From an optimization exercise on the open Yosys and OpenROAD flow, aimed at small area, a short achievable clock period and few clock cycles per item; shortcuts taken in it are not production practice.
Where RTL was checked, it was by simulation tests only, not by an equivalence proof against the original.
Only the layout flow was run in run 1; the RTL was not checked for function there.
No driver is modelled on the clock port, so clocking that relies on it looks cheaper here than on a real chip.

==> flow/design.v, too long to show whole: its modules and the start of the top module <==
// module csa_3to2: 14 lines
// module pp_accumulator: 1785 lines
module pp_accumulator #(
   parameter int N = pp_pkg::N_DEF,
   parameter int K = pp_pkg::K_DEF
) (
   input  logic           clk,
   input  logic           rst,
   input  logic           in_valid,
   output logic           in_ready,
   input  logic [N*2*N-1:0] in_pp,
   output logic           out_valid,
   input  logic           out_ready,
   output logic [2*N-1:0] out_product
);
  // ...
==> flow/flow/run.sh <==
#!/bin/bash
# Own layout flow: the standard ORFS flow with these changes.
#  - Yosys's generic synth skips its early "abc -fast" pass (SYNTH_ARGS=-noabc) so the
#    3:2 counters of the adder tree reach extract_fa as written and map to full-adder
#    cells without polarity inverters between them. Registers are unchanged.
#  - Ports are buffered with sky130_fd_sc_hd__buf_1 instead of the default delay buffer.
#  - After clock tree synthesis, flow/skew.tcl delays the clock of the last stage's
#    registers (useful skew for the register-to-register paths into them).
# Each tool's full output is in flow_make.log and in ORFS's logs under orfs/logs/.
set -euo pipefail
here=$(pwd)
bash standard.sh SYNTH_ARGS=-noabc "BUFFER_PORTS_ARGS=-buffer_cell sky130_fd_sc_hd__buf_1" \
  "POST_CTS_TCL=$here/flow/skew.tcl" "SKEW_BUFS=sky130_fd_sc_hd__clkdlybuf4s50_1 sky130_fd_sc_hd__clkdlybuf4s25_1 sky130_fd_sc_hd__clkbuf_8" "SKEW_MIN_BIT=4" \
  finish > flow_make.log 2>&1
==> flow/flow/skew.tcl <==
# Sourced by ORFS's cts.tcl after clock tree synthesis (POST_CTS_TCL).
# Useful skew for the register-to-register paths of the last pipeline stage:
# the output register (out_product) and the skid register behind it get their
# clock later than the rest of the design, through SKEW_BUFS clock buffers in
# series in front of their clock pins on each clock-tree leaf net that reaches
# them. Bits below SKEW_MIN_BIT are left alone: their adder paths are short
# and would only need hold buffers. The output register's paths to the
# outputs get correspondingly less slack.
set skew_cells $::env(SKEW_BUFS)
set min_bit $::env(SKEW_MIN_BIT)
set groups [dict create]
foreach c [concat [get_cells out_product*] [get_cells -quiet skid*]] {
  if {![regexp {\[([0-9]+)\]} [get_full_name $c] -> bit] || $bit < $min_bit} { continue }
  set pin [get_pins -of_objects $c -filter "lib_pin_name==CLK"]
  set net [get_nets -of_objects $pin]
  dict lappend groups [get_full_name $net] $pin
}
set k 0
dict for {n pins} $groups {
  set net [get_nets $n]
  foreach cell $skew_cells {
    set newnet "skew_net_$k"
    insert_buffer -buffer_cell $cell -net $net -load_pins $pins -buffer_name "skew_buf_$k" -net_name $newnet
    set net [get_nets $newnet]
    incr k
  }
}
puts "skew: inserted $k clock buffers on [dict size $groups] leaf nets"
detailed_placement
check_placement -verbose
estimate_parasitics -placement
report_clock_skew
report_checks -path_delay max -group_path_count 1
==> flow/standard.sh <==
#!/bin/bash
# synth_recipe.tcl (not shown) runs the flow's synth.tcl, then flattens the netlist and writes it again
# the make line also repeats each setting of config.mk as NAME=value (left out here)
make -C /OpenROAD-flow-scripts/flow DESIGN_CONFIG=/design/flow/config.mk WORK_HOME=/design/flow/orfs CLKGATE_MAP_FILE= SYNTH_SCRIPT=/design/flow/synth_recipe.tcl "${@:-finish}"
==> flow/config.mk <==
export PLATFORM = sky130hd
export DESIGN_NAME = pp_accumulator
export DESIGN_NICKNAME = pp_accumulator
export VERILOG_FILES = /design/flow/design.v
export SDC_FILE = /design/flow/constraint.sdc
export NUM_CORES = 4
export LEC_CHECK = 0
export CAP_MARGIN = 20
export CORE_MARGIN = 2
export CORE_UTILIZATION = 60
export PLACE_DENSITY = 0.75
export SLEW_MARGIN = 20
==> flow/constraint.sdc <==
create_clock -name core_clock -period 5.0 [get_ports {clk}]
set_input_delay 1.0000 -clock core_clock [delete_from_list [all_inputs] [get_ports {clk}]]
set_output_delay 1.0000 -clock core_clock [all_outputs]
set_load 0.01 [all_outputs]
==> flow_metrics.tcl, run 1 <==
set metrics [dict create \
    diodes 4 \
    holdPathStages 4 \
    synth_flop_cell "dfxtp_1" \
    synth-seq-cells 195 \
    period_minus_slack_ps 3400 \
    n_all_inverters 11 \
    final_common_cell "buf_1" \
    tap_cells 335 \
    holdPathEnd "skid[31]" \
    drv_cap 0 \
    synth.top_cell.area_share 0.540 \
    multi_input_area_um2 11000 \
    fmax_mhz 294 \
    reg_top3 "s1_q: 128 flops, out_product: 32 flops, skid: 32 flops" \
    wl_met2_um 19300 \
    status "timing/DRC/antenna clean" \
    syn_nets 1974 \
    start_util 0.605 \
    critical_path.max_fanout 21 \
    fin_area_um2 19100 \
    routedWlPerCell_um 18.9 \
    cpPeakStageDelay_ps 950 \
    drive_above_1_share 0.0502 \
    gp_congestion 0.880 \
    rsz0062_at_grt "false" \
    slew_viol_final 0 \
]
==> run 2, diff against run 1 <==
--- a/flow/design.v
+++ b/flow/design.v
@@ -904,21 +904,23 @@
    logic s866;
    logic c867;
    logic s868;
    logic c869;
    logic s870;
    logic [127:0] s1_q;
    logic        v1, vs;
    logic [31:0] row_a, row_b, sum, skid;
-   logic        take, out_load;
-   assign take     = out_valid && out_ready;
+   logic        out_load;
+   logic        v1_n, vs_n, ov_n, room1, room2;
    assign out_load = !out_valid || out_ready;
-   assign in_ready = !rst && (({1'b0, out_valid} + {1'b0, vs} + {1'b0, v1} <= 2'd1)
-                              || (take && (vs ^ v1)));
+   assign in_ready = !rst && (room1 || (room2 && out_ready));
+   assign v1_n = in_valid && in_ready;
+   assign ov_n = out_load ? (vs || v1) : out_valid;
+   assign vs_n = out_load ? (vs && v1) : (vs || v1);
    assign s1 = in_pp[0] ^ in_pp[32] ^ in_pp[64];
    assign c2 = (in_pp[0] & in_pp[32]) | (in_pp[0] & in_pp[64]) | (in_pp[32] & in_pp[64]);
    assign s3 = in_pp[96] ^ in_pp[128];
    assign c4 = in_pp[96] & in_pp[128];
    assign s5 = in_pp[1] ^ in_pp[33] ^ in_pp[65];
    assign c6 = (in_pp[1] & in_pp[33]) | (in_pp[1] & in_pp[65]) | (in_pp[33] & in_pp[65]);
    assign s7 = in_pp[97] ^ in_pp[129] ^ in_pp[161];
    assign c8 = (in_pp[97] & in_pp[129]) | (in_pp[97] & in_pp[161]) | (in_pp[129] & in_pp[161]);
@@ -1787,24 +1789,24 @@
    assign row_a = {s870, s868, s866, s864, s862, s860, s858, s856, s854, s852, s850, s848, s846, s844, s842, s840, s838, s836, s834, s832, s830, s828, s826, s824, s822, s820, s818, s816, s814, s812, s810, s745};
    assign row_b = {c869, c867, c865, c863, c861, c859, c857, c855, c853, c851, c849, c847, c845, c843, c841, c839, c837, c835, c833, c831, c829, c827, c825, c823, c821, c819, c817, c815, c813, c811, c809, s808};
    assign sum = row_a + row_b;
    always_ff @(posedge clk or posedge rst) begin
       if (rst) begin
          v1        <= 1'b0;
          vs        <= 1'b0;
          out_valid <= 1'b0;
+         room1     <= 1'b1;
+         room2     <= 1'b0;
       end else begin
-         v1 <= in_valid && in_ready;
-         if (out_load) begin
-            out_valid <= vs || v1;
-            vs        <= vs && v1;
-         end else begin
-            vs        <= vs || v1;
-         end
+         v1        <= v1_n;
+         vs        <= vs_n;
+         out_valid <= ov_n;
+         room1     <= ({1'b0, ov_n} + {1'b0, vs_n} + {1'b0, v1_n}) <= 2'd1;
+         room2     <= ov_n && (vs_n ^ v1_n);
       end
    end
    always_ff @(posedge clk) begin
       s1_q <= {c742, c740, s744, s743, c738, c736, s741, s739, c734, c732, s737, s735, c730, c728, s733, s731, c726, c724, s729, s727, c722, c720, s725, s723, c718, c716, s721, s719, c714, c712, s717, s715, c710, c708, s713, s711, c706, c704, s709, s707, c702, c700, s705, s703, c698, c696, s701, s699, c694, c692, s697, s695, c690, c688, s693, s691, c686, c684, s689, s687, c682, c680, s685, s683, c678, c676, s681, s679, c674, c672, s677, s675, c670, c668, s673, s671, c666, c664, s669, s667, c662, c660, s665, s663, c658, c656, s661, s659, c654, c652, s657, s655, c650, c648, s653, s651, c646, c644, s649, s647, c642, c640, s645, s643, c638, c636, s641, s639, c634, c632, s637, s635, c630, c628, s633, s631, c626, c624, s629, s627, c622, s625, s623, c437, s621, s436, s434, s190};
       if (out_load) out_product <= vs ? skid : sum;
       if (out_load || !vs) skid <= sum;
    end
 endmodule
==> flow/config.mk (replaced) <==
export PLATFORM = sky130hd
export DESIGN_NAME = pp_accumulator
export DESIGN_NICKNAME = pp_accumulator
export VERILOG_FILES = /design/flow/design.v
export SDC_FILE = /design/flow/constraint.sdc
export NUM_CORES = 4
export LEC_CHECK = 0
export CAP_MARGIN = 20
export CORE_MARGIN = 2
export CORE_UTILIZATION = 60
export CTS_BUF_LIST = sky130_fd_sc_hd__clkbuf_8
export PLACE_DENSITY = 0.75
export SLEW_MARGIN = 20
==> run 2 against run 1 <==
  * Design area fell by 1.5%
  * Still clean on timing, DRC and antenna
  * Largest cell class unchanged
  * Synthesized area fell by 0.32%
==> flow_metrics.tcl, run 2 <==
set metrics [dict create \
    status "timing/DRC/antenna clean" \
    arrival_ps 4040 \
    yosys_warnings 1 \
    slew_viol_final 0 \
    muxShareOfSynthArea 0.0202 \
    setup_tns_ps 0 \
    hold_class "reg2reg" \
    cpMostUsedCell "fa_1" \
    first_iter_violations 354 \
    path_cells "fa_1, fa_1, fa_1, a21oi_1, o22ai_2, o2111ai_2, o211a_1, o221ai_2, a211o_1, xor2_1, mux2_2" \
    synthXorXnorAreaFrac 0.0315 \
    synth_area_leader_cell "fa_1" \
    synth_fa_ha_area_frac 0.574 \
    synth_compound_area_frac 0.0466 \
    syn_area_um2 15600 \
    grt-ovfl-total 0 \
    final_common_cell "buf_1" \
    drv_cap 0 \
    numPortBuffers 549 \
    fin_area_um2 18800 \
    place_hpwl_um 31300 \
    synthSimpleGateAreaFrac 0.0241 \
    synth_flop_cell "dfxtp_1" \
    gp_congestion 0.884 \
    die_w_um 165 \
    synth_edf_count 64 \
    ys_seq_area_frac 0.296 \
    synth_cell_types 53 \
    largest_reg_flops 128 \
    synth_common_cells "422 x fa_1, 128 x dfxtp_1, 64 x edfxtp_1" \
    start_util 0.616 \
    fin_util 0.741 \
    netlist_instances 958 \
    period_minus_slack_ps 2970 \
    vias 9854 \
    fmax_mhz 337 \
    rsz0062_at_grt "false" \
    cp_num_buf_inv 0 \
    finalCritPeriodShare 0.593 \
    core.rowCount 58 \
    required_ps 6080 \
    fillCellCount 1666 \
    grt_pass1_wl_um 54300 \
    postPlaceCellArea_um2 18000 \
    area_growth_pct 20.4 \
    drtPass1Iterations 5 \
    crit_family "adder cells" \
    cpPeakStageDelay_ps 520 \
    end_kind "flip-flop" \
    final_cell_mix "549 x buf_1, 422 x fa_1, 128 x dfxtp_1" \
    postRouteWirelength_um 34900 \
    grt_max_degree 41 \
    synth_top_family_by_area "adder cells" \
    die_area_um2 27300 \
    drive_above_1_share 0.0499 \
    yosysMostFrequentCell "fa_1" \
    critical_path.max_fanout 5 \
    startpoint_type "flip-flop" \
    ff_latch_area_um2 4610 \
    cts.sinks 197 \
    core_um2 25300 \
    path_class "reg2reg" \
    grt_antenna_before_repair 4 \
    pin_count 550 \
    syn_area_per_cell_um2 16.3 \
    final_cells 1899 \
    regMostFlops "s1_q" \
    final_antenna_net_count 0 \
    reg_top3 "s1_q: 128 flops, out_product: 32 flops, skid: 32 flops" \
    insertion_delay_ps 1360 \
    track_usage 0.268 \
    synth-seq-cells 197 \
    hold_ws_ps 17.8 \
    synthTopCellsByArea "fa_1 54%, dfxtp_1 16%, edfxtp_1 12%" \
    setup_violations 0 \
    clock_skew_ps 936 \
    nNetsFinal 2527 \
    post_drt_via_cell_ratio 5.19 \
    cpMaxStageDelayCell "fa_1" \
    cts_tree "done" \
    synth.top_cell.area_share 0.542 \
    die_h_um 165 \
    hold_viol_final 0 \
    routedWlPerCell_um 18.4 \
    multi_input_area_um2 10900 \
    grt_pass1_vias 11400 \
    r2r_slack_ps 2030 \
    tightestPinTransition_ps 913 \
    dp.cells 1825 \
    syn_nets 1935 \
    drc 0 \
    synth-async-reset-ratio 0.0254 \
    path_clk_slew_ps 100 \
    maxSlewHeadroom 0.392 \
]
run 2: cells by family (layout without fill, tap and decap cells):
logic type | Yosys count | after routing
AO/OA/AOI/OAI | 106 | 106
XOR/XNOR | 56 | 56
adder cells (fa/ha/maj) | 462 | 462
buffers and inverters | 30 | 635
flip-flops | 197 | 197
multiplexers | 28 | 28
other | 0 | 6
AND/OR/NAND/NOR | 79 | 79
run 2: worst paths after layout:
check                          start               to  cells past startpoint
setup / recovery             s1_q[5]  out_product[26]                     11
hold / removal             s1_q[124]         skid[31]                      3
setup reg to reg             s1_q[5]  out_product[26]                     11
hold reg to reg            s1_q[124]         skid[31]                      3
max in group asynchronous        rst            room1                      2
min in group asynchronous        rst            room2                      2
run 2: metrics by stage:
step                      worst slack [ps]
after floorplan                       1420
after global placement                1210
after detailed placement              1170
after global routing                  1890
final                                 2030
run 2: layout make-up, clock buffers not listed:
type | count | area share
antenna | 6 | 0.000800
clock inverter | 14 | 0.00453
inverter | 17 | 0.00340
multi-input combinational | 731 | 0.578
sequential | 197 | 0.246
tap | 330 | 0.0220
timing repair buffer | 550 | 0.110
run 2: worst register-to-register path, delay by kind of cell (launching register included):
family / cells / cell delay, ps
AOI/OAI and AO/OA: 6 / 1380
adders and majority gates: 3 / 1450
muxes: 1 / 270
xor gates and xnor gates: 1 / 170
DFF: 1 / 330
run 2: per-layer routing:
metal  track usage  vias to the layer above  wire length (µm)
li1              -                     4376                 -
met1         0.317                     5027             12400
met2         0.484                      383             19600
met3        0.0504                       68              1900
met4         0.105                        0               973
met5             0                        -                 0
Testbench counts of run 2, summed over its fixed seeds: cycles 1,616, items 1,600.
==> run 3, diff against run 2 <==
--- a/flow/config.mk
+++ b/flow/config.mk
@@ -7,7 +7,7 @@
 export LEC_CHECK = 0
 export CAP_MARGIN = 20
 export CORE_MARGIN = 2
-export CORE_UTILIZATION = 60
+export CORE_UTILIZATION = 65
 export CTS_BUF_LIST = sky130_fd_sc_hd__clkbuf_8
-export PLACE_DENSITY = 0.75
+export PLACE_DENSITY = 0.8
 export SLEW_MARGIN = 20
==> run 3 against run 2 <==
  * First-iteration DRC count grew 82%
  * Final cell count shrank 0.37%
  * Critical path type unchanged
  * Design area grew 0.48%
  * Via count grew 2.4%
  * Highest routed layer is now met5
==> flow_metrics.tcl, run 3 <==
set metrics [dict create \
    status "timing/DRC/antenna clean" \
    synth_compound_area_frac 0.0466 \
    post_drt_via_cell_ratio 5.33 \
    end_kind "flip-flop" \
    startpoint_type "flip-flop" \
    hold_ws_ps 20.4 \
    r2r_slack_ps 1870 \
    yosysMostFrequentCell "fa_1" \
    rsz0062_at_grt "false" \
    track_usage 0.321 \
    final_antenna_net_count 0 \
    regMostFlops "s1_q" \
    reg_top3 "s1_q: 128 flops, out_product: 32 flops, skid: 32 flops" \
    path_clk_slew_ps 100 \
    drive_above_1_share 0.0524 \
    routedWlPerCell_um 19.7 \
    hold_start "s1_q[124]" \
    die_area_um2 25200 \
    core.rowCount 56 \
    ys_seq_area_frac 0.296 \
    numPortBuffers 549 \
    fmax_mhz 320 \
    period_minus_slack_ps 3130 \
    die_h_um 159 \
    required_ps 6110 \
    cpMaxStageDelayCell "fa_1" \
    synth_flop_cell "dfxtp_1" \
    pin_count 550 \
    place_ws_ps 1120 \
    arrival_ps 4240 \
    cp_num_buf_inv 0 \
    ff_latch_area_um2 4610 \
    die_w_um 159 \
    synth_edf_count 64 \
    grt_antenna_before_repair 12 \
    path_cells "fa_1, fa_1, fa_1, a21oi_1, o22ai_2, o2111ai_2, o211a_1, o221ai_2, a211o_1, xor2_1, mux2_2" \
    crit_family "compound AO/OA/AOI/OAI gates" \
    postRouteWirelength_um 37200 \
    place_hpwl_um 32400 \
    fillCellCount 1362 \
    nNetsFinal 2528 \
    path_depth 11 \
    critical_path.max_fanout 5 \
    synth-async-reset-ratio 0.0254 \
    synth-seq-cells 197 \
    final_cell_mix "549 x buf_1, 422 x fa_1, 128 x dfxtp_1" \
    area_growth_pct 21.0 \
    grt_pass1_wl_um 61300 \
    start_util 0.662 \
    multi_input_area_um2 10900 \
    holdPathEnd "skid[31]" \
    final_common_cell "buf_1" \
    setup_violations 0 \
    clock_skew_ps 922 \
    cpPeakStageDelay_ps 560 \
    grt_pass1_vias 12300 \
    setup_ws_ps 1870 \
    drc 0 \
    tightestPinTransition_ps 914 \
    setup_tns_ps 0 \
    cts.sinks 197 \
    synthSimpleGateAreaFrac 0.0241 \
    finalCritPeriodShare 0.626 \
    synth_top_family_by_area "adder cells" \
    core_um2 23500 \
    yosys_warnings 1 \
    syn_area_um2 15600 \
    hold_class "reg2reg" \
    slew_viol_final 0 \
    cts_tree "done" \
    drtPass1Iterations 5 \
    first_iter_violations 646 \
    grt-ovfl-total 0 \
    largest_reg_flops 128 \
    hold_viol_final 0 \
    synthTopCellsByArea "fa_1 54%, dfxtp_1 16%, edfxtp_1 12%" \
    r2r_start "s1_q[4]" \
    maxSlewHeadroom 0.391 \
    synthXorXnorAreaFrac 0.0315 \
    holdPathStages 3 \
    vias 10100 \
    reg2regPathDepth 11 \
    path_class "reg2reg" \
    insertion_delay_ps 1370 \
    syn_nets 1935 \
    synth_cell_types 53 \
    gp_congestion 0.944 \
    grt_max_degree 41 \
    netlist_instances 958 \
    synth.top_cell.area_share 0.542 \
    syn_area_per_cell_um2 16.3 \
    synth_area_leader_cell "fa_1" \
    muxShareOfSynthArea 0.0202 \
    r2r_end "out_product[26]" \
    drv_cap 0 \
    synth_fa_ha_area_frac 0.574 \
    synth_common_cells "422 x fa_1, 128 x dfxtp_1, 64 x edfxtp_1" \
    cpMostUsedCell "fa_1" \
]
[run 3: changes by cell type in the layout (fill, tap and decap cells not counted), moves of 2 or more]
cell and delta:
bufinv_16 +3, clkinv_1 -3, diode_2 +3, clkinv_2 -2, inv_6 +2, inv_8 +2
[run 3: worst max-delay path by stage]
| stage | from | to | slack [ps] |
|---|---|---|---|
| after floorplan | s1_q[4] | out_product[26] | 1420 |
| after detailed placement | s1_q[4] | out_product[26] | 1120 |
| after global placement | s1_q[4] | out_product[26] | 1220 |
| final | s1_q[4] | out_product[26] | 1870 |
| after global routing | s1_q[4] | out_product[26] | 1780 |
[run 3: cell families after synthesis]
group,count (synthesis)
adder cells (fa/ha/maj),462
flip-flops,197
AO/OA/AOI/OAI,106
AND/OR/NAND/NOR,79
XOR/XNOR,56
buffers and inverters,30
multiplexers,28
[run 3: area by class of cell, clock buffers not listed]
| type | count | area share |
|---|---|---|
| Tap cell | 319 | 0.0212 |
| Clock inverter | 15 | 0.0101 |
| Antenna cell | 9 | 0.00119 |
| Multi-Input combinational cell | 731 | 0.576 |
| Sequential cell | 197 | 0.245 |
| Inverter | 17 | 0.00338 |
| Timing Repair Buffer | 551 | 0.110 |
[run 3: worst min-delay path, delay by kind of cell (launching register included)]
kind	cells	cell delay [ps]
XOR/XNOR	3	390
flip-flops	1	330
[run 3: per-stage QoR]
step / cells / cell area [µm²] / utilization
after global routing: 1892 / 18900 / 0.801
final: 1892 / 18900 / 0.801
after global placement: 1815 / 18000 / 0.765
after floorplan: 958 / 15600 / -
after detailed placement: 1815 / 18000 / 0.765
[run 3: layer usage]
| layer | part of all wire | wire length [µm] | global-route usage |
|---|---|---|---|
| met1 | 0.34 | 12800 | 0.375 |
| met2 | 0.55 | 20400 | 0.574 |
| met3 | 0.059 | 2200 | 0.0585 |
| met4 | 0.047 | 1740 | 0.159 |
| met5 | 0.00046 | 17 | 0 |
==> run 4, diff against run 3 <==
--- a/flow/config.mk
+++ b/flow/config.mk
@@ -7,7 +7,7 @@
 export LEC_CHECK = 0
 export CAP_MARGIN = 20
 export CORE_MARGIN = 2
-export CORE_UTILIZATION = 65
-export CTS_BUF_LIST = sky130_fd_sc_hd__clkbuf_8
-export PLACE_DENSITY = 0.8
+export CORE_UTILIZATION = 60
+export PLACE_DENSITY = 0.75
+export SETUP_SLACK_MARGIN = 2.2
 export SLEW_MARGIN = 20
==> run 4 against run 3 <==
  * First-iteration DRC count down 43%
  * Still clean on timing, DRC and antenna
  * Synthesized cell count did not move
  * Critical path depth decreased by 10
  * Clock skew increased by 51 ps
  * Setup slack better by 190 ps
==> flow_metrics.tcl, run 4 <==
set metrics [dict create \
    status "timing/DRC/antenna clean" \
    syn_area_per_cell_um2 16.3 \
    final_common_cell "buf_1" \
    startpoint "out_product[21]" \
    synth_fa_ha_area_frac 0.574 \
    clock_skew_ps 973 \
    setup_violations 0 \
    path_class "reg2out" \
    synthXorXnorAreaFrac 0.0315 \
    r2r_end "out_product[30]" \
    syn_nets 1935 \
    path_depth 1 \
    synth-async-reset-ratio 0.0254 \
    end_kind "output port" \
    path_cells "clkbuf_2" \
    drc 0 \
    grt_antenna_before_repair 8 \
    final_cell_mix "521 x buf_1, 306 x fa_1, 127 x dfxtp_1" \
    place_hpwl_um 31000 \
    synth-seq-cells 197 \
    cpMaxStageDelayCell "edfxtp_1" \
    required_ps 4000 \
    numPortBuffers 549 \
    synth_top_family_by_area "adder cells" \
    synth.top_cell.area_share 0.542 \
    start_util 0.616 \
    die_w_um 165 \
    grt-ovfl-total 0 \
    routedWlPerCell_um 18.9 \
    arrival_ps 1940 \
    regMostFlops "s1_q" \
    finalCritPeriodShare 0.587 \
    crit_family "flip-flops" \
    hold_class "reg2reg" \
    drive_above_1_share 0.185 \
    insertion_delay_ps 1400 \
    area_growth_pct 27.4 \
    grt_pass1_wl_um 56400 \
    track_usage 0.278 \
    vias 10100 \
    synth_cell_types 53 \
    synthTopCellsByArea "fa_1 54%, dfxtp_1 16%, edfxtp_1 12%" \
    yosys_warnings 1 \
    gp_congestion 0.888 \
    period_minus_slack_ps 2940 \
    postPlaceCellArea_um2 18400 \
    synth_area_leader_cell "fa_1" \
    fin_area_um2 19900 \
    r2r_start "s1_q[28]" \
    fillCellCount 1522 \
    drtPass1Iterations 4 \
    timing.critical_path.to "out_product[21]" \
    maxSlewHeadroom 0.404 \
    synth_common_cells "422 x fa_1, 128 x dfxtp_1, 64 x edfxtp_1" \
    cts.sinks 197 \
    use_met3 0.0435 \
    final_antenna_net_count 0 \
    synth_flop_cell "dfxtp_1" \
    largest_reg_flops 128 \
    cpPeakStageDelay_ps 420 \
    nNetsFinal 2544 \
    grt_pass1_vias 11900 \
    slew_viol_final 0 \
    pin_count 550 \
    netlist_instances 958 \
    tightestPinTransition_ps 894 \
    reg2regPathDepth 11 \
    grtUsageMet1 0.323 \
    setup_tns_ps 0 \
    startpoint_type "flip-flop" \
    hold_viol_final 0 \
    fmax_mhz 340 \
    cp_num_buf_inv 1 \
    r2r_slack_ps 2290 \
    rsz0062_at_grt "true" \
    post_drt_via_cell_ratio 5.24 \
    busiest_layer "met2" \
    postRouteWirelength_um 36200 \
    core_um2 25300 \
    yosysMostFrequentCell "fa_1" \
    critical_path.max_fanout 1 \
    synth_edf_count 64 \
    drv_cap 0 \
    die_h_um 165 \
    reg_top3 "s1_q: 128 flops, out_product: 32 flops, skid: 32 flops" \
    cts_tree "done" \
    core.rowCount 58 \
    die_area_um2 27300 \
    ys_seq_area_frac 0.296 \
    muxShareOfSynthArea 0.0202 \
    met2_usage 0.504 \
    grt_max_degree 41 \
    synth_compound_area_frac 0.0466 \
    path_clk_slew_ps 60 \
    syn_area_um2 15600 \
    synthSimpleGateAreaFrac 0.0241 \
    first_iter_violations 371 \
]
run 4: cell types whose count changed in the layout (fill, tap and decap cells not counted), sizes merged:
cell	delta
clkbuf	+19
buf	-2
bufinv	-2
clkinvlp	+1
run 4: how the worst min path moves through the flow:
stage	start	to	slack, ps	cells past startpoint
floorplan	v1	out_valid	480	2
global placement	v1	out_valid	500	2
detailed placement	v1	out_valid	510	2
global route	s1_q[43]	skid[10]	100	3
finish	s1_q[43]	skid[10]	70	3
run 4: kinds of logic (layout without fill, tap and decap cells):
kind of cell               Yosys count  count (layout)
adders and majority gates          462             462
xor gates and xnor gates            56              56
AOI/OAI and AO/OA                  106             106
DFF                                197             197
other                                0               9
muxes                               28              28
buffers and inverters               30             652
and+or+nand+nor                     79              79
run 4: area by class of cell, clock buffers not listed:
cell class,instances,area (µm²),share of cell area
flip-flops and latches,197,4610,0.232
well taps,330,413,0.0208
repair buffers,567,2240,0.113
multi-input cells,731,11500,0.581
diodes,9,22.5,0.00113
clock inverters,14,125,0.00630
inverters,17,63.8,0.00321
run 4: per-layer routing:
| metal | up-vias | wire, µm |
|---|---|---|
| li1 | 4426 | - |
| met1 | 5091 | 12800 |
| met2 | 423 | 20000 |
| met3 | 109 | 1980 |
| met4 | 2 | 1420 |
| met5 | - | 12 |
run 4: through the flow:
stage	worst slack (ps)	hold WS [ps]	cells	utilization
floorplan	1600	478	958	-
global placement	1340	499	1825	0.726
detailed placement	1250	512	1825	0.726
global route	2020	97.7	1917	0.784
finish	2060	66.1	1919	0.784
==> run 5, diff against run 4 <==
--- a/flow/config.mk
+++ b/flow/config.mk
@@ -9,5 +9,4 @@
 export CORE_MARGIN = 2
 export CORE_UTILIZATION = 60
 export PLACE_DENSITY = 0.75
-export SETUP_SLACK_MARGIN = 2.2
 export SLEW_MARGIN = 20
==> run 5 against run 4 <==
  * Still clean on timing, DRC and antenna
  * Setup slack improved by 16 ps
  * Design area down 4.6%
  * Worst hold slack got worse by 55 ps
  * Maximum frequency up 0.55%
  * Via count shrank 2.1%
==> flow_metrics.tcl, run 5 <==
set metrics [dict create \
    syn_area_per_cell_um2 16.3 \
    path_clk_slew_ps 70 \
    synth_area_leader_cell "fa_1" \
    pin_count 550 \
    grtUsageMet1 0.321 \
    use_met3 0.0480 \
    syn_area_um2 15600 \
    critical_path.max_fanout 5 \
    fmax_mhz 342 \
    fin_util 0.748 \
    grt_antenna_before_repair 4 \
    synth-async-reset-ratio 0.0254 \
    hold_class "reg2reg" \
    holdPathStages 2 \
    drtPass1Iterations 5 \
    cts.sinks 197 \
    place_hpwl_um 31300 \
    insertion_delay_ps 1350 \
    synth_common_cells "422 x fa_1, 128 x dfxtp_1, 64 x edfxtp_1" \
    grt_pass1_vias 11500 \
    reg2regPathDepth 11 \
    postPlaceCellArea_um2 18000 \
    largest_reg_flops 128 \
    nNetsFinal 2527 \
    die_w_um 165 \
    slew_viol_final 0 \
    grt-ovfl-total 0 \
    vias 9835 \
    postRouteWirelength_um 35200 \
    die_area_um2 27300 \
    busiest_layer "met2" \
    final_antenna_net_count 0 \
    synth.top_cell.area_share 0.542 \
    final_common_cell "buf_1" \
    finalCritPeriodShare 0.584 \
    hold_viol_final 0 \
    setup_violations 0 \
    drv_cap 0 \
    required_ps 6060 \
    rsz0062_at_grt "false" \
    setup_ws_ps 2080 \
    fillCellCount 1644 \
    track_usage 0.269 \
    routedWlPerCell_um 18.5 \
    setup_tns_ps 0 \
    start_util 0.616 \
    path_class "reg2reg" \
    ys_seq_area_frac 0.296 \
    place_ws_ps 1170 \
    regMostFlops "s1_q" \
    grt_max_degree 41 \
    r2r_slack_ps 2080 \
    synth_edf_count 64 \
    syn_nets 1935 \
    post_drt_via_cell_ratio 5.18 \
    period_minus_slack_ps 2920 \
    drc 0 \
    fin_area_um2 19000 \
    netlist_instances 958 \
    multi_input_area_um2 10900 \
    status "timing/DRC/antenna clean" \
    core_um2 25300 \
    tightestPinTransition_ps 899 \
    maxSlewHeadroom 0.401 \
    end_kind "flip-flop" \
    die_h_um 165 \
    startpoint_type "flip-flop" \
    area_growth_pct 21.6 \
    grt_pass1_wl_um 54300 \
    numPortBuffers 549 \
    final_cell_mix "549 x buf_1, 422 x fa_1, 128 x dfxtp_1" \
    yosys_warnings 1 \
    drive_above_1_share 0.0499 \
    met2_usage 0.483 \
    ff_latch_area_um2 4610 \
    first_iter_violations 393 \
    reg_top3 "s1_q: 128 flops, out_product: 32 flops, skid: 32 flops" \
    synthTopCellsByArea "fa_1 54%, dfxtp_1 16%, edfxtp_1 12%" \
    yosysMostFrequentCell "fa_1" \
    arrival_ps 3980 \
    synth-seq-cells 197 \
    core.rowCount 58 \
    cts_tree "done" \
    clock_skew_ps 946 \
    synth_cell_types 53 \
    gp_congestion 0.884 \
    synth_flop_cell "dfxtp_1" \
]
run 5: cell counts after synthesis:
No cell type changed its count.
run 5: final cells by class, clock buffers not listed:
cell class,count,share of cell area
Tap cell,330,0.0218
Inverter,17,0.00337
Timing Repair Buffer,550,0.109
Clock inverter,13,0.00429
Sequential cell,197,0.243
Multi-Input combinational cell,731,0.573
Antenna cell,5,0.000660
run 5: kinds of logic (layout without fill, tap and decap cells):
group / Yosys count / count (layout) / share of synthesized area
XOR/XNOR: 56 / 56 / 0.0315
flip-flops: 197 / 197 / 0.296
buffers and inverters: 30 / 635 / 0.00803
multiplexers: 28 / 28 / 0.0202
AND/OR/NAND/NOR: 79 / 79 / 0.0241
AO/OA/AOI/OAI: 106 / 106 / 0.0466
adder cells (fa/ha/maj): 462 / 462 / 0.574
other: 0 / 5 / 0
run 5: final timing paths:
check / from / endpoint
max in group asynchronous: rst / room1
min in group asynchronous: rst / room2
worst max register to register: s1_q[4] / out_product[26]
worst min-delay path: out_valid / out_product[5]
worst max-delay path: s1_q[4] / out_product[26]
worst min register to register: out_valid / out_product[5]
run 5: routing by layer:
layer,routed length [µm],vias to the layer above
met2,19700,416
met3,1990,63
met1,12500,4982
met5,0,-
li1,-,4374
met4,1040,0
run 5: stage by stage:
step,std cells,hold slack [ps]
6_report,1898,10.9
5_1_grt,1897,32.7
3_5_place_dp,1825,508
3_3_place_gp,1825,498
2_1_floorplan,958,478
run 5: worst max-delay path: stages (launching register included):
cell and delay (ps):
dfxtp_1 310, fa_1 560, fa_1 460, fa_1 450
a21oi_1 220, o22ai_2 150, o2111ai_2 340, o211a_1 240
o221ai_2 110, a211o_1 300, xor2_1 160, mux2_2 270
==> run 6, diff against run 5 <==
--- a/flow/config.mk
+++ b/flow/config.mk
@@ -9,4 +9,5 @@
 export CORE_MARGIN = 2
 export CORE_UTILIZATION = 60
 export PLACE_DENSITY = 0.75
+export SETUP_SLACK_MARGIN = 2.4
 export SLEW_MARGIN = 20
==> run 6 against run 5 <==
  * The layout now fails its checks (negative hold slack)
  * Synthesized area did not move
  * Core utilization rose by 6.2 points
  * Final cell count rose by 1.6%
  * Critical path depth fell by 10
  * Die area did not move
  * Clock skew rose by 5.2 ps
  * Worst hold slack got worse by 61 ps
  * Global-route usage rose by 1.6 points
  * Largest cell class unchanged
==> flow_metrics.tcl, run 6 <==
set metrics [dict create \
    status "finished with violations" \
    so_faults "negative hold slack" \
    cpMaxStageDelayCell "edfxtp_1" \
    reg_top3 "s1_q: 128 flops, out_product: 32 flops, skid: 32 flops" \
    synthXorXnorAreaFrac 0.0315 \
    hold_viol_final 1 \
    end_kind "output port" \
    path_depth 1 \
    grt_max_degree 41 \
    regMostFlops "s1_q" \
    crit_family "flip-flops" \
    grt_pass1_vias 12000 \
    final_common_cell "buf_1" \
    drv_cap 0 \
    pin_count 550 \
    muxShareOfSynthArea 0.0202 \
    critical_path.max_fanout 1 \
    path_cells "buf_1" \
    synth-async-reset-ratio 0.0254 \
    setup_tns_ps 0 \
    drc 0 \
    fmax_mhz 333 \
    track_usage 0.285 \
    cts.sinks 197 \
    grt_pass1_wl_um 57700 \
    cp_num_buf_inv 1 \
    final_antenna_net_count 0 \
    die_w_um 165 \
    yosysMostFrequentCell "fa_1" \
    die_area_um2 27300 \
    cpPeakStageDelay_ps 480 \
    path_class "reg2out" \
    start_util 0.616 \
    slew_viol_final 0 \
    core.rowCount 58 \
    ys_seq_area_frac 0.296 \
    nNetsFinal 2559 \
    grt-ovfl-total 0 \
    clock_skew_ps 951 \
    hold_class "reg2reg" \
    synth_cell_types 53 \
    synth_common_cells "422 x fa_1, 128 x dfxtp_1, 64 x edfxtp_1" \
    synth-seq-cells 197 \
    synth_fa_ha_area_frac 0.574 \
    netlist_instances 958 \
    area_growth_pct 31.7 \
    grt_antenna_before_repair 4 \
    hold_ws_ps -50.0 \
    synth_edf_count 64 \
    finalCritPeriodShare 0.601 \
    routedWlPerCell_um 19.9 \
    drtPass1Iterations 5 \
    required_ps 4000 \
    setup_violations 0 \
    synth_top_family_by_area "adder cells" \
    synth_flop_cell "dfxtp_1" \
    numPortBuffers 549 \
    first_iter_violations 469 \
    setup_ws_ps 1990 \
    yosys_warnings 1 \
    synth_area_leader_cell "fa_1" \
    postRouteWirelength_um 38400 \
    syn_area_um2 15600 \
    cts_tree "done" \
    drive_above_1_share 0.243 \
    arrival_ps 2010 \
    die_h_um 165 \
    path_clk_slew_ps 70 \
    syn_nets 1935 \
    synth.top_cell.area_share 0.542 \
    insertion_delay_ps 1360 \
    maxSlewHeadroom 0.335 \
    startpoint_type "flip-flop" \
    place_hpwl_um 31200 \
    reg2regPathDepth 11 \
    tightestPinTransition_ps 998 \
    vias 10300 \
    synth_compound_area_frac 0.0466 \
    period_minus_slack_ps 3010 \
    place_ws_ps 1290 \
    post_drt_via_cell_ratio 5.35 \
    final_cell_mix "470 x buf_1, 295 x fa_1, 127 x fa_2" \
    core_um2 25300 \
    rsz0062_at_grt "true" \
    synthTopCellsByArea "fa_1 54%, dfxtp_1 16%, edfxtp_1 12%" \
    fillCellCount 1391 \
    gp_congestion 0.890 \
    syn_area_per_cell_um2 16.3 \
    holdPathStages 3 \
    synthSimpleGateAreaFrac 0.0241 \
    largest_reg_flops 128 \
]
==> run 6: cell counts after synthesis <==
No cell type changed its count.
==> run 6: cell type report, clock buffers not listed <==
| type | count | area (µm²) | share of cell area |
|---|---|---|---|
| clock inverter | 15 | 194 | 0.00945 |
| timing repair buffer | 582 | 2700 | 0.132 |
| antenna | 4 | 10.0 | 0.000488 |
| tap | 330 | 413 | 0.0201 |
| inverter | 17 | 63.8 | 0.00311 |
| sequential | 197 | 4620 | 0.225 |
| multi-input combinational | 731 | 11700 | 0.570 |
==> run 6: routing by layer <==
metal	track usage	part of all wire
met5	0	0
met4	0.132	0.041
met3	0.0422	0.058
met2	0.516	0.56
met1	0.337	0.34
==> run 6: logic make-up after synthesis <==
logic type / count (synthesis)
flops: 197
mux: 28
fa+ha+maj: 462
simple gates: 79
compound gates: 106
xor+xnor: 56
buf+inv: 30
==> run 6: stage by stage <==
| step | hold slack, ps | cell area (µm²) | utilization | std cells |
|---|---|---|---|---|
| 2_1_floorplan | 478 | 16000 | - | 958 |
| 3_3_place_gp | 496 | 18400 | 0.727 | 1825 |
| 3_5_place_dp | 505 | 18400 | 0.727 | 1825 |
| 5_1_grt | 1.69 | 20500 | 0.811 | 1928 |
| 6_report | -50.0 | 20500 | 0.811 | 1929 |
==> run 6: worst paths after layout <==
path	slack, ps	start	end
worst max-delay path	1990	out_product[22]	out_product[22]
worst min-delay path	-50	s1_q[124]	skid[31]
worst max register to register	2170	s1_q[4]	out_product[26]
worst min register to register	-50	s1_q[124]	skid[31]
max in group asynchronous	4310	rst	room1
min in group asynchronous	450	rst	out_valid
==> run 6: tightest hold or removal path: stages (launching register included) <==
cell and delay (ps):
dfxtp_1 320, xnor2_1 130, xnor2_1 100, xnor2_1 170
==> run 7, diff against run 6 <==
--- a/flow/config.mk
+++ b/flow/config.mk
@@ -8,6 +8,6 @@
 export CAP_MARGIN = 20
 export CORE_MARGIN = 2
 export CORE_UTILIZATION = 60
+export HOLD_SLACK_MARGIN = 0.1
 export PLACE_DENSITY = 0.75
-export SETUP_SLACK_MARGIN = 2.4
 export SLEW_MARGIN = 20
==> run 7 against run 6 <==
  * Now clean on timing, DRC and antenna
  * Die area unchanged
  * First-iteration DRC count decreased by 14%
  * Critical path depth increased by 10
  * Sequential share of layout area increased by 1.8 points
  * Setup slack improved by 78 ps
  * Maximum frequency increased by 2.7%
  * Via count decreased by 4.7%
  * Global-route usage decreased by 1.6 points
  * Clock skew decreased by 5.7 ps
  * Worst hold slack improved by 170 ps
  * Critical path type is now reg2reg
  * Critical endpoint is now out_product[26]
==> flow_metrics.tcl, run 7 <==
set metrics [dict create \
    grt-ovfl-total 0 \
    hold_viol_final 0 \
    synth-seq-cells 197 \
    core.rowCount 58 \
    fmax_mhz 342 \
    fillCellCount 1639 \
    r2r_start "s1_q[4]" \
    reg2regPathDepth 11 \
    place_hpwl_um 31300 \
    start_util 0.616 \
    hold_class "reg2reg" \
    setup_tns_ps 0 \
    drtPass1Iterations 5 \
    cpPeakStageDelay_ps 560 \
    hold_ws_ps 116 \
    path_class "reg2reg" \
    grt_antenna_before_repair 4 \
    r2r_end "out_product[26]" \
    yosysMostFrequentCell "fa_1" \
    netlist_instances 958 \
    arrival_ps 3980 \
    setup_violations 0 \
    yosys_warnings 1 \
    syn_area_um2 15600 \
    first_iter_violations 405 \
    cp_num_buf_inv 0 \
    slew_viol_final 0 \
    period_minus_slack_ps 2930 \
    dp.cells 1825 \
    final_antenna_net_count 0 \
    area_growth_pct 21.8 \
    syn_nets 1935 \
    path_cells "fa_1, fa_1, fa_1, a21oi_1, o22ai_2, o2111ai_2, o211a_1, o221ai_2, a211o_1, xor2_1, mux2_2" \
    clock_skew_ps 946 \
    grt_pass1_vias 11500 \
    critical_path.max_fanout 5 \
    final_common_cell "buf_1" \
    gp_congestion 0.884 \
    synth-async-reset-ratio 0.0254 \
    holdPathEnd "skid[21]" \
    postRouteWirelength_um 35200 \
    drc 0 \
    rsz0062_at_grt "false" \
    numPortBuffers 549 \
    drv_cap 0 \
    pin_count 550 \
    routedWlPerCell_um 18.5 \
    cpMaxStageDelayCell "fa_1" \
    grt_pass1_wl_um 54300 \
    nNetsFinal 2531 \
    synth.top_cell.area_share 0.542 \
    die_area_um2 27300 \
    ys_seq_area_frac 0.296 \
    crit_family "adder cells" \
    largest_reg_flops 128 \
    path_clk_slew_ps 70 \
    required_ps 6060 \
    status "timing/DRC/antenna clean" \
    synth_flop_cell "dfxtp_1" \
    die_w_um 165 \
    hold_start "s1_q[87]" \
    maxSlewHeadroom 0.398 \
    post_drt_via_cell_ratio 5.17 \
    synthTopCellsByArea "fa_1 54%, dfxtp_1 16%, edfxtp_1 12%" \
    holdPathStages 3 \
    vias 9830 \
    synth_cell_types 53 \
    tightestPinTransition_ps 902 \
    reg_top3 "s1_q: 128 flops, out_product: 32 flops, skid: 32 flops" \
    finalCritPeriodShare 0.585 \
    track_usage 0.269 \
    syn_area_per_cell_um2 16.3 \
    regMostFlops "s1_q" \
    final_cell_mix "549 x buf_1, 422 x fa_1, 128 x dfxtp_1" \
    synth_area_leader_cell "fa_1" \
    drive_above_1_share 0.0498 \
    core_um2 25300 \
    synth_edf_count 64 \
    grt_max_degree 41 \
    insertion_delay_ps 1350 \
    startpoint_type "flip-flop" \
    cts.sinks 197 \
    cpMostUsedCell "fa_1" \
    die_h_um 165 \
    final_cells 1902 \
    cts_tree "done" \
    synth_common_cells "422 x fa_1, 128 x dfxtp_1, 64 x edfxtp_1" \
    end_kind "flip-flop" \
    r2r_slack_ps 2070 \
]
[run 7: cell types whose count changed in the layout (fill, tap and decap cells not counted), sizes merged]
cell / change
buf: -2
bufinv: -3
clkbuf: -28
clkinv: +2
clkinvlp: +2
diode: +1
dlygate4sd3: +4
inv: -3
[run 7: logic make-up (layout without fill, tap and decap cells)]
logic type	count (synthesis)	count (layout)	share of synthesized area
AO/OA/AOI/OAI	106	106	0.0466
XOR/XNOR	56	56	0.0315
adder cells (fa/ha/maj)	462	462	0.574
buffers and inverters	30	639	0.00803
flip-flops	197	197	0.296
multiplexers	28	28	0.0202
other	0	5	0
AND/OR/NAND/NOR	79	79	0.0241
[run 7: area by class of cell, clock buffers not listed]
| type | instances | area, µm² | area share |
|---|---|---|---|
| flip-flops and latches | 197 | 4610 | 0.243 |
| diodes | 5 | 12.5 | 0.000659 |
| repair buffers | 554 | 2110 | 0.111 |
| multi-input cells | 731 | 10900 | 0.572 |
| well taps | 330 | 413 | 0.0217 |
| inverters | 17 | 63.8 | 0.00336 |
| clock inverters | 13 | 81.3 | 0.00428 |
[run 7: per-layer routing]
layer  routed length (µm)  GRT usage
met5                    0          0
met4                 1050      0.114
met3                 1980     0.0480
met2                19700      0.483
met1                12500      0.321
[run 7: worst max path at each step]
stage / slack [ps] / start / end / cells past startpoint
final: 2070 / s1_q[4] / out_product[26] / 11
after global routing: 1940 / s1_q[4] / out_product[26] / 11
after detailed placement: 1170 / s1_q[4] / out_product[26] / 11
after global placement: 1210 / s1_q[4] / out_product[26] / 11
after floorplan: 1420 / s1_q[4] / out_product[26] / 11
[run 7: worst register-to-register path, cell delays in order, from the launching register on]
cell,delay [ps]
dfxtp_1,310
fa_1,560
fa_1,460
fa_1,460
a21oi_1,220
o22ai_2,150
o2111ai_2,340
o211a_1,240
o221ai_2,110
a211o_1,300
xor2_1,160
mux2_2,270
[run 7: metrics by stage]
stage	instance area [µm²]	setup WS, ps	utilization
floorplan	15600	1420	-
global placement	18000	1210	0.711
detailed placement	18000	1170	0.711
global route	19000	1940	0.750
finish	19000	2070	0.750
==> run 8, diff against run 7 <==
--- a/flow/config.mk
+++ b/flow/config.mk
@@ -7,7 +7,7 @@
 export LEC_CHECK = 0
 export CAP_MARGIN = 20
 export CORE_MARGIN = 2
-export CORE_UTILIZATION = 60
+export CORE_UTILIZATION = 50
 export HOLD_SLACK_MARGIN = 0.1
-export PLACE_DENSITY = 0.75
+export PLACE_DENSITY = 0.7
 export SLEW_MARGIN = 20
==> run 8 against run 7 <==
  * Setup slack got worse by 110 ps
  * Maximum frequency decreased by 3.5%
  * Worst hold slack got worse by 26 ps
  * Die area increased by 19%
  * First-iteration DRC count decreased by 35%
  * Critical endpoint unchanged
  * Design area increased by 0.50%
  * Largest cell class unchanged
==> flow_metrics.tcl, run 8 <==
set metrics [dict create \
    grt_max_degree 41 \
    cts.sinks 197 \
    postRouteWirelength_um 35000 \
    tightestPinTransition_ps 949 \
    hold_viol_final 0 \
    cp_num_buf_inv 0 \
    crit_family "adder cells" \
    netlist_instances 958 \
    grt_antenna_before_repair 3 \
    path_clk_slew_ps 70 \
    cpMaxStageDelayCell "fa_1" \
    busiest_layer "met2" \
    synth-async-reset-ratio 0.0254 \
    numPortBuffers 549 \
    slew_viol_final 0 \
    startpoint_type "flip-flop" \
    clock_skew_ps 897 \
    holdPathStages 2 \
    yosys_warnings 1 \
    core.rowCount 64 \
    regMostFlops "s1_q" \
    status "timing/DRC/antenna clean" \
    grt-ovfl-total 0 \
    reg_top3 "s1_q: 128 flops, out_product: 32 flops, skid: 32 flops" \
    vias 9782 \
    cpPeakStageDelay_ps 570 \
    critical_path.max_fanout 5 \
    syn_area_um2 15600 \
    largest_reg_flops 128 \
    synthTopCellsByArea "fa_1 54%, dfxtp_1 16%, edfxtp_1 12%" \
    finalCritPeriodShare 0.606 \
    synth_edf_count 64 \
    dp.cells 1891 \
    die_h_um 181 \
    nNetsFinal 2528 \
    rsz0062_at_grt "false" \
    path_class "reg2reg" \
    drc 0 \
    routedWlPerCell_um 17.8 \
    grt_pass1_vias 11900 \
    post_drt_via_cell_ratio 4.98 \
    met2_usage 0.424 \
    cts_tree "done" \
    synth-seq-cells 197 \
    die_area_um2 32600 \
    hold_class "reg2reg" \
    track_usage 0.232 \
    drv_cap 0 \
    first_iter_violations 263 \
    synth_flop_cell "dfxtp_1" \
    gp_congestion 0.874 \
    fin_util 0.622 \
    area_growth_pct 22.5 \
    hold_start "out_valid" \
    yosysMostFrequentCell "fa_1" \
    maxSlewHeadroom 0.367 \
    setup_violations 0 \
    core_um2 30700 \
    setup_tns_ps 0 \
    final_antenna_net_count 0 \
    die_w_um 181 \
    grtUsageMet1 0.277 \
    syn_area_per_cell_um2 16.3 \
    r2r_end "out_product[26]" \
    synth_common_cells "422 x fa_1, 128 x dfxtp_1, 64 x edfxtp_1" \
    reg2regPathDepth 11 \
    start_util 0.508 \
    insertion_delay_ps 1320 \
    r2r_slack_ps 1970 \
    grt_pass1_wl_um 58500 \
    synth_cell_types 53 \
    period_minus_slack_ps 3030 \
    drtPass1Iterations 4 \
    pin_count 550 \
    fmax_mhz 330 \
    required_ps 6050 \
    drive_above_1_share 0.0518 \
    arrival_ps 4080 \
    r2r_start "s1_q[4]" \
    path_cells "fa_1, fa_1, fa_1, a21oi_1, o22ai_2, o2111ai_2, o211a_1, o221ai_2, a211o_1, xor2_1, mux2_2" \
    synth_area_leader_cell "fa_1" \
    holdPathEnd "out_product[4]" \
    final_cells 1964 \
    final_cell_mix "549 x buf_1, 422 x fa_1, 128 x dfxtp_1" \
    use_met3 0.0394 \
    ys_seq_area_frac 0.296 \
    place_hpwl_um 31400 \
    syn_nets 1935 \
    synth.top_cell.area_share 0.542 \
    cpMostUsedCell "fa_1" \
    final_common_cell "buf_1" \
    end_kind "flip-flop" \
]
[run 8: cell type report, clock buffers not listed]
type	count	area, µm²
sequential	197	4610
inverter	17	63.8
timing repair buffer	551	2080
multi-input combinational	731	10900
clock inverter	15	144
antenna	4	10.0
fill	2404	11600
tap	396	495
[run 8: through the flow]
step | hold WS, ps | area [µm²] | setup WS (ps)
finish | 90.0 | 19100 | 1970
global route | 122 | 19100 | 1820
detailed placement | 520 | 18100 | 1120
global placement | 502 | 18100 | 1180
floorplan | 478 | 15600 | 1420
[run 8: cells by family after synthesis]
family | count (synthesis) | share of synthesized area
mux | 28 | 0.0202
xor+xnor | 56 | 0.0315
compound gates | 106 | 0.0466
simple gates | 79 | 0.0241
flops | 197 | 0.296
buf+inv | 30 | 0.00803
fa+ha+maj | 462 | 0.574
[run 8: worst reg2reg max path: cells and delay by family, from the launching register on]
kind | cells | cell delay (ps)
compound gates | 6 | 1430
xor+xnor | 1 | 150
fa+ha+maj | 3 | 1480
flops | 1 | 320
mux | 1 | 260
[run 8: worst max path at each step]
| stage | startpoint | to | slack (ps) | depth (start not counted) |
|---|---|---|---|---|
| after global routing | s1_q[4] | out_product[26] | 1820 | 11 |
| after floorplan | s1_q[4] | out_product[26] | 1420 | 11 |
| final | s1_q[4] | out_product[26] | 1970 | 11 |
| after global placement | s1_q[4] | out_product[26] | 1180 | 11 |
| after detailed placement | s1_q[4] | out_product[26] | 1120 | 11 |
[run 8: layer usage]
layer | vias up | share of wire
li1 | 4385 | -
met1 | 4949 | 0.37
met2 | 389 | 0.56
met3 | 59 | 0.050
met4 | 0 | 0.026
met5 | - | 0
==> run 9, diff against run 8 <==
--- a/flow/flow/run.sh
+++ b/flow/flow/run.sh
@@ -10,5 +10,5 @@
 set -euo pipefail
 here=$(pwd)
 bash standard.sh SYNTH_ARGS=-noabc "BUFFER_PORTS_ARGS=-buffer_cell sky130_fd_sc_hd__buf_1" \
-  "POST_CTS_TCL=$here/flow/skew.tcl" "SKEW_BUFS=sky130_fd_sc_hd__clkdlybuf4s50_1 sky130_fd_sc_hd__clkdlybuf4s25_1 sky130_fd_sc_hd__clkbuf_8" "SKEW_MIN_BIT=4" \
+  "POST_CTS_TCL=$here/flow/skew.tcl" "SKEW_BUFS=sky130_fd_sc_hd__clkdlybuf4s50_1 sky130_fd_sc_hd__clkbuf_2 sky130_fd_sc_hd__clkbuf_8" "SKEW_MIN_BIT=4" \
   finish > flow_make.log 2>&1
--- a/flow/config.mk
+++ b/flow/config.mk
@@ -7,7 +7,6 @@
 export LEC_CHECK = 0
 export CAP_MARGIN = 20
 export CORE_MARGIN = 2
-export CORE_UTILIZATION = 50
-export HOLD_SLACK_MARGIN = 0.1
-export PLACE_DENSITY = 0.7
+export CORE_UTILIZATION = 60
+export PLACE_DENSITY = 0.75
 export SLEW_MARGIN = 20
==> run 9 against run 8 <==
  * Still clean on timing, DRC and antenna
  * Setup slack got worse by 100 ps
  * Global-route usage up 3.7 points
  * Clock skew shrank 130 ps
  * Critical endpoint unchanged
  * Highest routed layer unchanged
==> flow_metrics.tcl, run 9 <==
set metrics [dict create \
    cts.sinks 197 \
    pin_count 550 \
    status "timing/DRC/antenna clean" \
    die_area_um2 27300 \
    grt_pass1_wl_um 54200 \
    tightestPinTransition_ps 910 \
    drc 0 \
    nNetsFinal 2527 \
    reg2regPathDepth 11 \
    synth_fa_ha_area_frac 0.574 \
    insertion_delay_ps 1170 \
    die_w_um 165 \
    largest_reg_flops 128 \
    synth_common_cells "422 x fa_1, 128 x dfxtp_1, 64 x edfxtp_1" \
    r2r_end "out_product[26]" \
    startpoint "s1_q[4]" \
    final_antenna_net_count 0 \
    path_clk_slew_ps 70 \
    ff_latch_area_um2 4610 \
    postRouteWirelength_um 35000 \
    syn_area_um2 15600 \
    grt_antenna_before_repair 4 \
    drtPass1Iterations 5 \
    fillCellCount 1656 \
    final_common_cell "buf_1" \
    critical_path.max_fanout 5 \
    gp_congestion 0.884 \
    drive_above_1_share 0.0576 \
    timing.critical_path.to "out_product[26]" \
    synth_area_leader_cell "fa_1" \
    area_growth_pct 21.2 \
    synthTopCellsByArea "fa_1 54%, dfxtp_1 16%, edfxtp_1 12%" \
    multi_input_area_um2 10900 \
    synth-async-reset-ratio 0.0254 \
    dp.cells 1825 \
    path_class "reg2reg" \
    grt-ovfl-total 0 \
    ys_seq_area_frac 0.296 \
    routedWlPerCell_um 18.4 \
    setup_violations 0 \
    synth.top_cell.area_share 0.542 \
    r2r_slack_ps 1870 \
    period_minus_slack_ps 3130 \
    synthXorXnorAreaFrac 0.0315 \
    required_ps 5860 \
    synthSimpleGateAreaFrac 0.0241 \
    cts_tree "done" \
    start_util 0.616 \
    reg_top3 "s1_q: 128 flops, out_product: 32 flops, skid: 32 flops" \
    fin_util 0.746 \
    core.rowCount 58 \
    hold_class "reg2reg" \
    finalCritPeriodShare 0.627 \
    core_um2 25300 \
    first_iter_violations 381 \
    rsz0062_at_grt "false" \
    synth_flop_cell "dfxtp_1" \
    setup_ws_ps 1870 \
    numPortBuffers 549 \
    place_ws_ps 1170 \
    startpoint_type "flip-flop" \
    maxSlewHeadroom 0.393 \
    yosysMostFrequentCell "fa_1" \
    syn_nets 1935 \
    hold_viol_final 0 \
    muxShareOfSynthArea 0.0202 \
    syn_area_per_cell_um2 16.3 \
    regMostFlops "s1_q" \
    fmax_mhz 319 \
    final_cells 1898 \
    setup_tns_ps 0 \
    synth_cell_types 53 \
    grt_max_degree 41 \
    netlist_instances 958 \
    synth_top_family_by_area "adder cells" \
    die_h_um 165 \
    synth_compound_area_frac 0.0466 \
    grt_pass1_vias 11500 \
    vias 9817 \
    yosys_warnings 1 \
    place_hpwl_um 31300 \
    synth_edf_count 64 \
    clock_skew_ps 763 \
    track_usage 0.269 \
    end_kind "flip-flop" \
    drv_cap 0 \
    arrival_ps 4000 \
    post_drt_via_cell_ratio 5.17 \
    final_cell_mix "549 x buf_1, 422 x fa_1, 128 x dfxtp_1" \
    r2r_start "s1_q[4]" \
    slew_viol_final 0 \
    synth-seq-cells 197 \
]
-- run 9: cell counts after synthesis --
No cell type changed its count.
-- run 9: layout make-up, clock buffers not listed --
type                       count  share of cell area
sequential                   197               0.244
tap                          330              0.0219
clock inverter                13             0.00430
inverter                      17             0.00338
timing repair buffer         550               0.109
multi-input combinational    731               0.575
antenna                        5            0.000662
-- run 9: kinds of logic (layout without fill, tap and decap cells) --
group / Yosys count / in the layout
xor+xnor: 56 / 56
other cells: 0 / 5
mux: 28 / 28
fa+ha+maj: 462 / 462
buf+inv: 30 / 635
flops: 197 / 197
simple gates: 79 / 79
compound gates: 106 / 106
-- run 9: worst min-delay path by stage --
stage	from	to	slack (ps)	depth (start not counted)
after floorplan	v1	out_valid	480	2
after global placement	v1	out_valid	500	2
after detailed placement	v1	out_valid	510	2
after global routing	out_valid	out_product[5]	220	2
final	s1_q[124]	skid[31]	200	3
-- run 9: critical path: stages (launching register included) --
cell and delay (ps):
dfxtp_1 320, fa_1 560, fa_1 460, fa_1 450, a21oi_1 220, o22ai_2 160
o2111ai_2 340, o211a_1 240, o221ai_2 110, a211o_1 290, xor2_1 160, mux2_2 270
-- run 9: stage by stage --
stage | cell area, µm² | hold WS [ps]
after floorplan | 15600 | 478
after global placement | 18000 | 498
after detailed placement | 18000 | 508
after global routing | 18900 | 224
final | 18900 | 198
-- run 9: routing by layer --
| metal | global-route usage | share of wire | wire (µm) | up-vias |
|---|---|---|---|---|
| met3 | 0.0475 | 0.056 | 1950 | 64 |
| met1 | 0.319 | 0.35 | 12400 | 4975 |
| met4 | 0.116 | 0.030 | 1050 | 0 |
| met5 | 0 | 0 | 0 | - |
| li1 | - | - | - | 4379 |
| met2 | 0.483 | 0.56 | 19600 | 399 |

what the ideal ports hide:
Ports are ideal in the flow. The routed layouts listed here were re-timed in OpenROAD. Step 1 sets driving cells, clkbuf_16 on the clock port and buf_2 on the other inputs (assumed; they add their load-dependent delay and slew). Step 2, shift: input delay + t, output delay - t, t = (earliest + latest rising clock arrival at the registers) / 2. This alone moves slack from input paths to output paths. Slacks: no drivers / after step 1 / after step 2; pairs: no drivers / after step 1.
run	t, ns	slack for setup (ns)	hold WS [ns]	worst setup path at the end	clock arrival spread, ns	worst register clock-pin slew, ns
run 1	0.925	1.595 / 1.546 / 1.233	0.048 / 0.048 / 0.048	input to register	0.944 / 0.944	0.08 / 0.08
run 2	0.941	2.035 / 2.035 / 1.236	0.018 / 0.018 / 0.018	input to register	0.936 / 0.936	0.10 / 0.10
run 3	0.944	1.872 / 1.872 / 1.205	0.020 / 0.020 / 0.020	input to register	0.937 / 0.937	0.10 / 0.10
run 4	0.954	2.063 / 2.015 / 1.222	0.066 / 0.066 / 0.066	input to register	0.991 / 0.992	0.07 / 0.07
run 5	0.929	2.079 / 2.040 / 1.221	0.011 / 0.011 / 0.011	input to register	0.946 / 0.946	0.07 / 0.07
run 6	0.922	1.995 / 1.953 / 1.246	-0.050 / -0.050 / -0.050	input to register	0.951 / 0.951	0.07 / 0.07
run 7	0.930	2.073 / 2.046 / 1.223	0.116 / 0.116 / 0.116	input to register	0.945 / 0.946	0.07 / 0.07
run 8	0.906	1.968 / 1.968 / 1.255	0.090 / 0.090 / 0.090	input to register	0.906 / 0.905	0.07 / 0.07
run 9	0.838	1.867 / 1.867 / 1.312	0.198 / 0.198 / 0.198	input to register	0.763 / 0.763	0.07 / 0.07
In every run listed the clock reaches the registers at very different times; t lies between them, and the last value is a rough guide only. For run 5, which loses most, drivers alone change the setup slack by -0.039 ns; drivers and shift together by -0.858 ns.
